From an optimization exercise on the open Yosys and OpenROAD flow, aimed at small area and a short achievable clock period; shortcuts taken in it are not production practice. The RTL of this run was laid out without a check of its function.

$ cat flow/run.sh
#!/bin/bash
set -euo pipefail
export BUFFER_PORTS_ARGS="-buffer_cell sky130_fd_sc_hd__buf_1"
export CTS_ARGS='-sink_clustering_enable -repair_clock_nets -buf_list sky130_fd_sc_hd__clkbuf_8 -tree_buf sky130_fd_sc_hd__clkbuf_16 -dont_use_dummy_load'
bash standard.sh > standard.log 2>&1
$ cat standard.sh
#!/bin/bash
# synth_recipe.tcl (not shown) runs the flow's synth.tcl, then flattens the netlist and writes it again
# the make line also repeats each setting of config.mk as NAME=value (left out here)
make -C /OpenROAD-flow-scripts/flow DESIGN_CONFIG=/design/flow/config.mk WORK_HOME=/design/flow/orfs CLKGATE_MAP_FILE= SYNTH_SCRIPT=/design/flow/synth_recipe.tcl "${@:-finish}"
$ cat config.mk
export PLATFORM = sky130hd
export DESIGN_NAME = mdu_param
export DESIGN_NICKNAME = mdu_param
export VERILOG_FILES = /design/flow/design.v
export SDC_FILE = /design/flow/constraint.sdc
export NUM_CORES = 4
export LEC_CHECK = 0
export ABC_AREA = 1
export CAP_MARGIN = 20
export CORE_MARGIN = 2
export CORE_UTILIZATION = 40
export SLEW_MARGIN = 60
$ cat constraint.sdc
create_clock -name core_clock -period 90.0 [get_ports {clk}]
set_input_delay 18.0000 -clock core_clock [delete_from_list [all_inputs] [get_ports {clk}]]
set_output_delay 18.0000 -clock core_clock [all_outputs]
set_load 0.01 [all_outputs]
$ cat design.v
module mdu_param #(
    parameter int WIDTH       = 32,
    parameter int MULT_CYCLES = 5,
    parameter int DIV_CYCLES  = 10
) (
    input  logic             clk,
    input  logic             reset,
    input  logic             req,
    input  logic [WIDTH-1:0] in_a,
    input  logic [WIDTH-1:0] in_b,
    input  logic [3:0]       MDUOp,
    input  logic             start,
    output logic [WIDTH-1:0] data_hi,
    output logic [WIDTH-1:0] data_lo,
    output logic             busy
);
    localparam int UW = 36;    
    localparam int NU = 4;     
    localparam logic [3:0] OP_MULT  = 4'd1;
    localparam logic [3:0] OP_MULTU = 4'd2;
    localparam logic [3:0] OP_DIV   = 4'd3;
    localparam logic [3:0] OP_DIVU  = 4'd4;
    localparam logic [3:0] OP_MTHI  = 4'd7;
    localparam logic [3:0] OP_MTLO  = 4'd8;
    localparam logic [3:0] OP_MADD  = 4'd9;
    localparam logic [3:0] OP_MADDU = 4'd10;
    localparam logic [3:0] OP_MSUB  = 4'd11;
    localparam logic [3:0] OP_MSUBU = 4'd12;
    logic [31:0]   hi_q, lo_q;
    logic [3:0]    cnt_q;
    logic          busy_q;
    logic          div_q;      
    logic          sgn_q;      
    logic          msub_q;     
    logic          accum_q;    
    logic          nega_q;     
    logic          negq_q;     
    logic          negb_q;     
    logic [33:0]   a_q;        
    logic [31:0]   q_q;        
    logic          qm1_q;      
    logic [34:0]   acc_q;      
    logic          zero0_q;    
    assign data_hi = hi_q;
    assign data_lo = lo_q;
    assign busy    = busy_q;
    logic op_long, op_div, op_sgn, op_msub, op_accum;
    always_comb begin
        op_long  = 1'b0;
        op_div   = 1'b0;
        op_sgn   = 1'b0;
        op_msub  = 1'b0;
        op_accum = 1'b0;
        case (MDUOp)
            OP_MULT:  begin op_long = 1'b1; op_sgn = 1'b1; end
            OP_MULTU: begin op_long = 1'b1; end
            OP_DIV:   begin op_long = 1'b1; op_div = 1'b1; op_sgn = 1'b1; end
            OP_DIVU:  begin op_long = 1'b1; op_div = 1'b1; end
            OP_MADD:  begin op_long = 1'b1; op_sgn = 1'b1; op_accum = 1'b1; end
            OP_MADDU: begin op_long = 1'b1; op_accum = 1'b1; end
            OP_MSUB:  begin op_long = 1'b1; op_sgn = 1'b1; op_accum = 1'b1; op_msub = 1'b1; end
            OP_MSUBU: begin op_long = 1'b1; op_accum = 1'b1; op_msub = 1'b1; end
            default:  ;
        endcase
    end
    logic accept;
    assign accept = start & op_long & ~busy_q & ~req;
    logic d_first_q;    
    logic d_step_q;     
    logic d_last_q;     
    logic m_last_q;     
    logic negctl_q;     
    logic last;
    logic d_first, d_step, d_last, m_last;
    assign d_first = d_first_q;
    assign d_step  = d_step_q;
    assign d_last  = d_last_q;
    assign m_last  = m_last_q;
    assign last    = d_last_q | m_last_q;
    logic        negctl;
    logic [31:0] q_neg;
    logic [31:0] q_or;      
    assign negctl = negctl_q;
    always_comb begin
        q_or[0] = 1'b0;
        for (int i = 1; i < 32; i++) q_or[i] = q_or[i-1] | q_q[i-1];
    end
    assign q_neg = q_q ^ ({32{negctl}} & q_or);
    function automatic logic [UW-1:0] add_pp(input logic [UW-1:0] x, input logic [UW-1:0] y,
                                            input logic ci);
        logic [UW:0] g, p, gn, pn;
        logic [UW-1:0] h;
        g[0] = ci;
        p[0] = 1'b0;
        for (int i = 0; i < UW; i++) begin
            g[i+1] = x[i] & y[i];
            p[i+1] = x[i] ^ y[i];
            h[i]   = x[i] ^ y[i];
        end
        for (int d = 1; d <= UW; d = d * 2) begin
            gn = g;
            pn = p;
            for (int k = 0; k <= UW; k++) begin
                if ((k & d) != 0) begin
                    gn[k] = g[k] | (p[k] & g[(k / d) * d - 1]);
                    pn[k] = p[k] & p[(k / d) * d - 1];
                end
            end
            g = gn;
            p = pn;
        end
        for (int i = 0; i < UW; i++) add_pp[i] = h[i] ^ g[i];
    endfunction
    logic [UW-1:0] ux   [NU];
    logic [UW-1:0] uy   [NU];
    logic          ucin [NU];
    logic [UW-1:0] us   [NU];
    logic          uacc [NU];    
    logic [32:0]   urem [NU];    
    logic          b_one [NU], b_two [NU], b_neg [NU], b_hi [NU];
    always_comb begin
        for (int k = 0; k < NU; k++) begin
            logic b1, b0, bm;
            b1 = q_q[2*k+1];
            b0 = q_q[2*k];
            bm = (k == 0) ? qm1_q : q_q[2*k-1];
            if (k == 0 && m_last) begin
                b1 = sgn_q & qm1_q;
                b0 = sgn_q & qm1_q;
            end
            b_one[k] = b0 ^ bm;
            b_two[k] = (b1 & ~b0 & ~bm) | (~b1 & b0 & bm);
            b_neg[k] = b1 ^ msub_q;
            b_hi[k]  = 1'b0;
            if (m_last && k != 0) begin
                b_one[k] = 1'b0;
                b_two[k] = 1'b0;
                b_neg[k] = 1'b0;
                b_hi[k]  = (k == 1) & accum_q;
            end
            if (div_q) begin
                b_one[k] = ~d_last | ((k == 0) & (acc_q[34] ^ nega_q));
                b_two[k] = 1'b0;
                b_neg[k] = d_first ? ~negb_q : (d_last & (k == 0) & acc_q[34] & ~nega_q);
            end
        end
    end
    always_comb begin
        for (int k = 0; k < NU; k++) begin
            if (k == 0) begin
                if (d_step)
                    ux[k] = {{(UW-34){acc_q[32]}}, acc_q[32:0], q_q[31] ^ nega_q};
                else
                    ux[k] = zero0_q ? '0 : {{(UW-35){acc_q[34]}}, acc_q};
            end else begin
                if (d_step)
                    ux[k] = {{(UW-34){urem[k-1][32]}}, urem[k-1], q_q[31-k] ^ nega_q};
                else
                    ux[k] = {{2{us[k-1][UW-1]}}, us[k-1][UW-1:2]};
            end
            if (d_step)
                ucin[k] = (k == 0) ? acc_q[34] : us[k-1][UW-1];
            else
                ucin[k] = b_neg[k] | ((k == 0) & d_last & nega_q);
            for (int i = 0; i < UW; i++) begin
                logic a1, a2;
                a1 = a_q[(i > 33) ? 33 : i];
                a2 = (i == 0) ? 1'b0 : a_q[(i - 1 > 33) ? 33 : i - 1];
                uy[k][i] = ((b_one[k] & a1) | (b_two[k] & a2)) ^ (d_step ? ucin[k] : b_neg[k]);
                if (i < 30) uy[k][i] = uy[k][i] | (b_hi[k] & hi_q[i+2]);
            end
            us[k] = add_pp(ux[k], uy[k], ucin[k]);
            if (k != 0) us[k][UW-1] = us[k][UW-2];
            uacc[k] = us[k][UW-1] ^ ~nega_q;
            urem[k] = us[k][32:0];
        end
    end
    logic        commit;
    logic        bzero;
    assign bzero  = (a_q == 34'd0);
    assign commit = last & ~(div_q & bzero);
    logic wr_hi, wr_lo;
    assign wr_hi = ~busy_q & ~req & (MDUOp == OP_MTHI);
    assign wr_lo = ~busy_q & ~req & (MDUOp == OP_MTLO);
    always_ff @(posedge clk) begin
        if (reset) begin
            cnt_q     <= 4'd0;
            busy_q    <= 1'b0;
            d_first_q <= 1'b0;
            d_step_q  <= 1'b0;
            d_last_q  <= 1'b0;
            m_last_q  <= 1'b0;
        end else begin
            d_first_q <= accept & op_div;
            d_step_q  <= busy_q & div_q & (cnt_q >= 4'd3);
            d_last_q  <= busy_q & div_q & (cnt_q == 4'd2);
            m_last_q  <= busy_q & ~div_q & (cnt_q == 4'd2);
            if (busy_q) begin
                cnt_q  <= cnt_q - 4'd1;
                busy_q <= (cnt_q != 4'd1);
            end else if (accept) begin
                cnt_q  <= op_div ? 4'd10 : 4'd5;
                busy_q <= 1'b1;
            end
        end
    end
    logic        ld_hi, ld_lo, ld_r, keep_hi, keep_lo;
    logic [31:0] hi_d, lo_d;
    assign ld_hi   = ~reset & wr_hi;
    assign ld_lo   = ~reset & wr_lo;
    assign ld_r    = ~reset & commit;
    assign keep_hi = ~reset & ~wr_hi & ~commit;
    assign keep_lo = ~reset & ~wr_lo & ~commit;
    assign hi_d = ({32{ld_hi}} & in_a) | ({32{ld_r}} & {us[1][29:0], us[0][1:0]}) | ({32{keep_hi}} & hi_q);
    assign lo_d = ({32{ld_lo}} & in_a) | ({32{ld_r}} & q_neg) | ({32{keep_lo}} & lo_q);
    always_ff @(posedge clk) begin
        hi_q <= hi_d;
        lo_q <= lo_d;
    end
    logic [6:0]  fl_in;
    logic [33:0] a_d;
    assign fl_in = {~MDUOp[3] & (MDUOp[2] | (MDUOp[1] & MDUOp[0])),    
                    MDUOp[0],                                          
                    MDUOp[3] & (MDUOp[2] | (MDUOp[1] & MDUOp[0])),     
                    MDUOp[3],                                          
                    (MDUOp == OP_DIV) & in_a[31],                      
                    (MDUOp == OP_DIV) & in_b[31],                      
                    (MDUOp == OP_DIV) & (in_a[31] ^ in_b[31])};        
    assign a_d = ({34{~busy_q}} & {{2{MDUOp[0] & in_b[31]}}, in_b})
               | ({34{d_first_q}} & us[0][33:0])
               | ({34{busy_q & ~d_first_q}} & a_q);
    always_ff @(posedge clk) begin
        {div_q, sgn_q, msub_q, accum_q, nega_q, negb_q, negq_q} <=
            ({7{~busy_q}} & fl_in) | ({7{busy_q}} & {div_q, sgn_q, msub_q, accum_q, nega_q, negb_q, negq_q});
        a_q <= a_d;
    end
    always_ff @(posedge clk) begin
        if (~busy_q) begin
            negctl_q <= (MDUOp == OP_DIV) & in_a[31];
            q_q      <= in_a;
            qm1_q    <= 1'b0;
            acc_q    <= {1'b0, hi_q[1:0], lo_q};
            zero0_q  <= ~MDUOp[3];
        end else begin
            negctl_q <= negq_q;
            zero0_q  <= 1'b0;
            if (div_q) begin
                if (d_first) begin
                    q_q   <= q_neg;
                    acc_q <= {35{nega_q}};
                end else begin
                    q_q   <= {q_q[27:0], uacc[0], uacc[1], uacc[2], uacc[3]};
                    acc_q <= {{2{urem[3][32]}}, urem[3]};
                end
            end else begin
                q_q   <= {us[3][1:0], us[2][1:0], us[1][1:0], us[0][1:0], q_q[31:8]};
                qm1_q <= q_q[7];
                acc_q <= {us[3][UW-1], us[3][UW-1:2]};
            end
        end
    end
endmodule
==> run notes <==
## Yosys cell counts, types with 8 or more instances
master | number | area share
buf_1 | 12 | 0.0025
edfxtp_1 | 8 | 0.013
xor2_1 | 164 | 0.079
ha_1 | 137 | 0.095
nor3_1 | 17 | 0.0047
inv_2 | 17 | 0.0035
o21bai_1 | 8 | 0.0033
nand2_1 | 602 | 0.12
o221ai_1 | 47 | 0.023
or2_2 | 15 | 0.0052
clkbuf_1 | 104 | 0.022
a221oi_1 | 24 | 0.012
clkinv_1 | 39 | 0.0081
o22ai_1 | 174 | 0.060
o211ai_1 | 18 | 0.0075
a21oi_1 | 115 | 0.032
o21ai_0 | 174 | 0.048
nand3_2 | 9 | 0.0050
nand3_1 | 100 | 0.028
nand2_2 | 17 | 0.0059
nand4_1 | 13 | 0.0045
mux2i_1 | 9 | 0.0050
nor2_1 | 90 | 0.019
o311ai_0 | 33 | 0.016
xnor2_1 | 99 | 0.048
a21o_1 | 16 | 0.0066
inv_1 | 282 | 0.059
fa_1 | 24 | 0.027
o21ai_1 | 8 | 0.0022
dfxtp_1 | 176 | 0.19
## stage by stage
step	setup WS [ns]	std cells
after global placement	69.57	3259
after floorplan	70.75	2631
final	70.39	3281
after CTS	70.37	3281
after detailed placement	69.88	3264
after global routing	70.33	3281
## path summary, 6_finish.rpt
path         slack (ns)    from  endpoint  depth (start not counted)
max               70.39  busy_q      busy                          2
min                0.44    flop  negctl_q                          2
max reg2reg       75.28    flop    q_q[0]                         88
min reg2reg        0.44    flop  negctl_q                          2
## layout make-up
class | count | area [um^2] | area share
Clock buffer | 17 | 414 | 0.0211
Inverter | 338 | 1290 | 0.0655
Multi-Input combinational cell | 1982 | 12600 | 0.643
Sequential cell | 184 | 3770 | 0.192
Tap cell | 592 | 741 | 0.0377
Timing Repair Buffer | 168 | 815 | 0.0414
## flip-flops by register name (all words and copies together), names as in the netlist, named ones only
name       cells
a_q           34
acc_q         35
busy_q         1
cnt_q          4
d_first_q      1
d_last_q       1
d_step_q       1
hi_q          32
lo_q          32
m_last_q       1
negctl_q       1
q_q           32
qm1_q          1
zero0_q        1
## cell families after synthesis
| group | Yosys count |
|---|---|
| adders and majority gates | 161 |
| and+or+nand+nor | 890 |
| DFF | 184 |
| buffers and inverters | 465 |
| muxes | 9 |
| AOI/OAI and AO/OA | 659 |
| xor gates and xnor gates | 263 |
## worst max-delay path: cells and delay by family, from the launching register on
family	cells	cell delay [ns]
flip-flops	1	0.31
buffers and inverters	2	0.65
## per-layer routing
layer	part of all wire	GRT usage	vias to the layer above
met1	0.44	0.421	9112
li1	-	-	9046
met3	0.093	0.0639	155
met5	0.00030	0	-
met4	0.036	0.121	4
met2	0.43	0.473	902
==> run notes <==
STA:
- The final number of hold-violating endpoints is 0.
- The final critical-path share of the clock period is 0.218.
- The slew at the pin with the worst max-slew slack is 0.613 ns.
- Setup repair after global routing left no endpoint under its margin.
- Between clock sinks in the finished design, the worst skew comes to roughly 0.031 ns.
- The final setup violation count is 0.
- Headroom to the max-slew limit came out at 0.588.
- The sum of negative setup slack is 0 ns.
- The number of max-slew violations in the final report is 0.
- The worst slack on hold paths is approximately 0.44 ns.
- The minimum period implied by the final worst setup slack is 19.61 ns.
- Static timing analysis puts the maximum clock frequency at slightly above 50 MHz.

Detailed routing:
- The count of nets left with antenna violations once routing finished came out at 0.
- The pre-antenna-repair detailed-routing pass consisted of 5 iterations.
- The detailed router's first-iteration violation count is 2011.
- After detailed routing, the number of remaining DRC violations is 0.
- Summing over every cut layer, the via total after detailed routing is 19219.
- The detail-routed net length per standard cell is around 22 um.
- Summed over all layers, the routed wires come to 72900 um.
- The detailed-route vias per instance is 5.86.

Finish:
- The core utilization of the finished layout is 0.443.
- The count of inserted antenna diode cells is 0.
- The final non-filler cell area is between 15000 and 20000 um^2.
- The top cell types in the final layout, fill and taps aside, are nand2_1 (597), inv_1 (277), dfxtp_1 (174).
- In the final layout, the share of cells above drive strength 1 is 0.0606.
- Fill cells in the final layout number ~4700.
- The library cell used most frequently in the layout, excluding fill and tap cells, is nand2_1.
- At the end of the flow, the number of nets in the layout was around 2900.
- The layout overhead on the synthesized area is 8.74%.

Logic synthesis:
- The cell area that synthesis handed to floorplanning was 18100 um^2.
- The post-synthesis instance total is 2631.
- Of the post-synthesis cell area, the part taken by muxes is 0.00498.
- After synthesis the netlist holds a flip-flop and latch count of 184.
- The net count after synthesis is 2864.
- The number of distinct library cells after synthesis is 57.
- Of the total synthesized cell area, the portion taken by AND, OR, NAND and NOR gates is 0.211.
- The number of synthesized flops with an enable pin is 8.
- The post-synthesis async set-or-reset flop share is 0.
- The predominant post-synthesis flop cell is dfxtp_1.
- After synthesis, the largest family of logic cells by area is compound AO/OA/AOI/OAI gates.
- The adder and majority cell fraction of the synthesized area is 0.121.
- Of the total synthesized cell area, the portion taken by XOR and XNOR cells is 0.127.
- The sequential fraction of the synthesis area is 0.208.
- The average cell area after synthesis is 6.87 um^2.
- The compound-cell area share of the yosys netlist is 0.230.
- The Yosys step of the flow raised 11 warnings.

Floorplanning:
- The region available for standard cell placement spans about 44000 um^2.
- The number of top-level pins is 137.
- The die area is 46900 um^2.
- The floorplan row count is 77.
- The floorplan step set the die width to 217 um.
- The starting density of the core is 0.407.
- From bottom edge to top edge, the die measures 217 um.

Global routing:
- The first global-routing pass estimated 110000 um of wire.
- The number of antenna violations at the first check in global routing was 2.
- The total global routing track utilization is 0.308.
- The aggregate global routing overflow is 0.
- The maximum number of pins on one net before global-route repair is 72.
- The number of global-route vias before repair is 18227.

Setup path:
- Along the worst path, the maximum fanout reaches 33.
- The largest individual stage delay along the critical path comes from the cell buf_4.
- Walking the worst path, the cells encountered are buf_4, buf_1.
- For this run, the slowest stage of the critical path takes around 0.45 ns.
- The start-to-end type of the worst setup path is flop to output port.
- For the worst setup path, the data arrival time is around 1.6 ns.
- Data on the critical path is required at its endpoint by between 70 and 80 ns.
- The endpoint kind of the worst setup timing path is an output port.
- The type of origin of the critical path is a flop.

Clocking:
- The longest clock path from root to sink contains 2 buffers.
- The H-tree was split into 4 levels.
- The number of hold buffers added after CTS was 0.
- The root buffer cell is clkbuf_8.
- The number of setup buffers added after CTS is 0.
- Post-CTS repair changed the size of 0 cells.
- The tree built by TritonCTS fans out to ~180 sinks.
- For the worst-skew pair, the clock arrives at the later sink with an insertion delay of 0.65 ns.
- Counting the buffers created by CTS gives 17.
- TritonCTS built the clock tree.
- After clock tree synthesis, the clock-pin slew on the worst setup and hold paths is 0.07 ns.

Hold path:
- The path type of the worst min-delay path is flop to flop.

Place:
- At the end of routability-driven placement, the weighted congestion stood at 0.967.
- The placed instance area is 19200 um^2.
- The count of input and output buffers is about 140.
- The detailed placement HPWL is 55500 um.

Status:
- The run finished with no timing, DRC or antenna violations.

Flow run:
- Across the run, the number of max-cap violations was 0.

==> what the ideal ports hide <==
How much do the figures lean on ideal ports? The routed layout below was timed once more, with nothing changed but the port constraints. Step 1 (the two cells are an assumption about what drives the block):
set clk [get_ports {clk}]
set_driving_cell -lib_cell sky130_fd_sc_hd__clkbuf_16 $clk
set_driving_cell -lib_cell sky130_fd_sc_hd__buf_2 [delete_from_list [all_inputs] $clk]
Step 2 moves the port delays by t, midway between the first and last clock arrival at a register: inputs arrive t later, outputs are due t later. That takes back most of the time a late clock gives input paths. Slacks: ideal ports / drivers / drivers and shift; pairs: ideal ports / drivers.
t, ns: 0.683
setup WS [ns]: 70.393 / 70.341 / 70.058
clock arrival spread, ns: 0.032 / 0.031
After both steps setup and hold are still met in this run. The setup slack of this run moves by -0.052 ns with the drivers and by -0.335 ns with both steps.
